Background: an optimization exercise with open tools, aiming at small area. Do not read the settings as production practice. Only simulation tests tie the RTL to the original design; equivalence was not proved. Power and IR drop assume default switching activity.

==> flow/design.v (excerpt) <==
module zig_sampler (
  input  logic        clk,
  input  logic        rst_n,
  input  logic        u_valid,
  output logic        u_ready,
  input  logic [39:0] u_data,
  output logic [6:0]  rect_idx,
  input  logic [17:0] rmost_coord,
  input  logic [31:0] wedge_bound_ratio,
  output logic        z_valid,
  input  logic        z_ready,
  output logic [18:0] z_data,
  output logic        slow_valid,
  input  logic        slow_ready,
  output logic [6:0]  slow_idx,
  output logic [31:0] slow_frac,
  output logic        slow_sign,
  output logic [15:0] acc_cnt,
  output logic [15:0] rej_cnt
);
export LEC_CHECK = 0
export CAP_MARGIN = 5
export CORE_MARGIN = 2
export CORE_UTILIZATION = 55
export CTS_BUF_LIST = sky130_fd_sc_hd__clkbuf_8
export PLACE_DENSITY = 0.65
export SLEW_MARGIN = 5
export SYNTH_HIERARCHICAL = 1
create_clock -name core_clock -period 9.0 [get_ports {clk}]
standard.sh (not shown) runs the stock make flow with config.mk's settings and CLKGATE_MAP_FILE= SYNTH_SCRIPT=/design/flow/synth_recipe.tcl, a recipe that flattens the netlist after the stock synthesis.
==> flow/flow/run.sh <==
#!/bin/bash
# Own flow: the standard synthesis, an area-oriented re-mapping of its combinational cells
# (registers untouched), then the standard layout with buf_1 as the port buffer and a
# clock tree of clkbuf_8 without dummy loads.
set -euo pipefail
W=$(pwd)
R=$W/orfs/results/$FLOW_PLATFORM/zig_sampler/base
YOSYS=$FLOW_HOME/../tools/install/yosys/bin/yosys
LIB=$FLOW_HOME/platforms/$FLOW_PLATFORM/lib/sky130_fd_sc_hd__tt_025C_1v80.lib

bash standard.sh synth > "$W/1_standard_synth.log" 2>&1
cp "$R/1_2_yosys.v" "$W/1_2_yosys_standard.v"

REMAP_LIB=$LIB REMAP_IN=$W/1_2_yosys_standard.v REMAP_OUT=$R/1_2_yosys.v REMAP_TOP=$FLOW_TOP \
  REMAP_SCRIPT=$W/flow/area.abc "$YOSYS" -c "$W/flow/remap.tcl" > "$W/2_remap.log" 2>&1
rm -f "$R/1_synth.odb" "$R/1_synth.sdc"

bash standard.sh "BUFFER_PORTS_ARGS=-buffer_cell sky130_fd_sc_hd__buf_1" \
  "CTS_ARGS=-sink_clustering_enable -repair_clock_nets -buf_list sky130_fd_sc_hd__clkbuf_8 -dont_use_dummy_load -sink_clustering_size 24 -sink_clustering_max_diameter 150" \
  finish > "$W/3_standard_layout.log" 2>&1
==> flow/flow/area.abc <==
strash
&get -n
&deepsyn -I 10 -J 3
&put
dc2
dch -f
amap
topo
==> flow/flow/remap.tcl <==
# Re-map the combinational standard cells of the standard synthesis for area.
# Registers, full/half adders and tie cells are kept as they are (same instances, same names).
yosys -import
set lib $::env(REMAP_LIB)
read_liberty -ignore_miss_func -ignore_miss_dir $lib
read_verilog -overwrite $::env(REMAP_IN)
hierarchy -top $::env(REMAP_TOP)
foreach pat {sky130_fd_sc_hd__df* sky130_fd_sc_hd__edf* sky130_fd_sc_hd__sdf* sky130_fd_sc_hd__fa_* sky130_fd_sc_hd__ha_* sky130_fd_sc_hd__conb_*} {
  catch { setattr -mod -set keep_hierarchy 1 $pat }
}
flatten
opt_clean -purge
abc -liberty $lib -script $::env(REMAP_SCRIPT) -dont_use sky130_fd_sc_hd__lpflow_* -dont_use sky130_fd_sc_hd__probe*
opt_clean -purge
hilomap -singleton -hicell sky130_fd_sc_hd__conb_1 HI -locell sky130_fd_sc_hd__conb_1 LO
setattr -mod -unset keep_hierarchy
select $::env(REMAP_TOP)
stat -liberty $lib
write_verilog -noattr -noexpr -nohex -nodec -selected $::env(REMAP_OUT)
Next try:
--- a/flow/flow/run.sh
+++ b/flow/flow/run.sh
@@ -19 +19 @@
-  "CTS_ARGS=-sink_clustering_enable -repair_clock_nets -buf_list sky130_fd_sc_hd__clkbuf_8 -dont_use_dummy_load -sink_clustering_size 24 -sink_clustering_max_diameter 150" \
+  "CTS_ARGS=-sink_clustering_enable -repair_clock_nets -buf_list sky130_fd_sc_hd__clkbuf_8 -dont_use_dummy_load -sink_clustering_size 16" \
--- a/flow/config.mk
+++ b/flow/config.mk
@@ -8 +8 @@
-export CAP_MARGIN = 5
+export CAP_MARGIN = 20
@@ -13 +13 @@
-export SLEW_MARGIN = 5
+export SLEW_MARGIN = 20
Effect:
- hold slack is unchanged
- sequential power stays flat
- worst setup slack is unchanged
- non-clock buffer count does not change
- first-iteration DRC count is unchanged

## what the ideal ports hide
No port has a modelled driver above. Below, the same layouts with a new extraction and two added sets of constraints. Step 1 (the two cells are an assumption about what drives the block):
set clk [get_ports {clk}]
set_driving_cell -lib_cell sky130_fd_sc_hd__clkbuf_16 $clk
set_driving_cell -lib_cell sky130_fd_sc_hd__buf_2 [delete_from_list [all_inputs] $clk]
Step 2, shift: input delay + t, output delay - t, t = (earliest + latest rising clock arrival at the registers) / 2. This alone moves slack from input paths to output paths. a / b / c = ideal ports / drivers / drivers and shift; a / b = the first two.
run	t (ns)	slack for setup (ns)	latest minus earliest clock arrival (ns)	worst slew at a driven data input, ns
the first run	0.508	0.798 / 0.803 / 0.295	0.038 / 0.037	0.07
the second run	0.508	0.798 / 0.803 / 0.295	0.038 / 0.037	0.07
After both steps setup and hold are still met in every run listed.
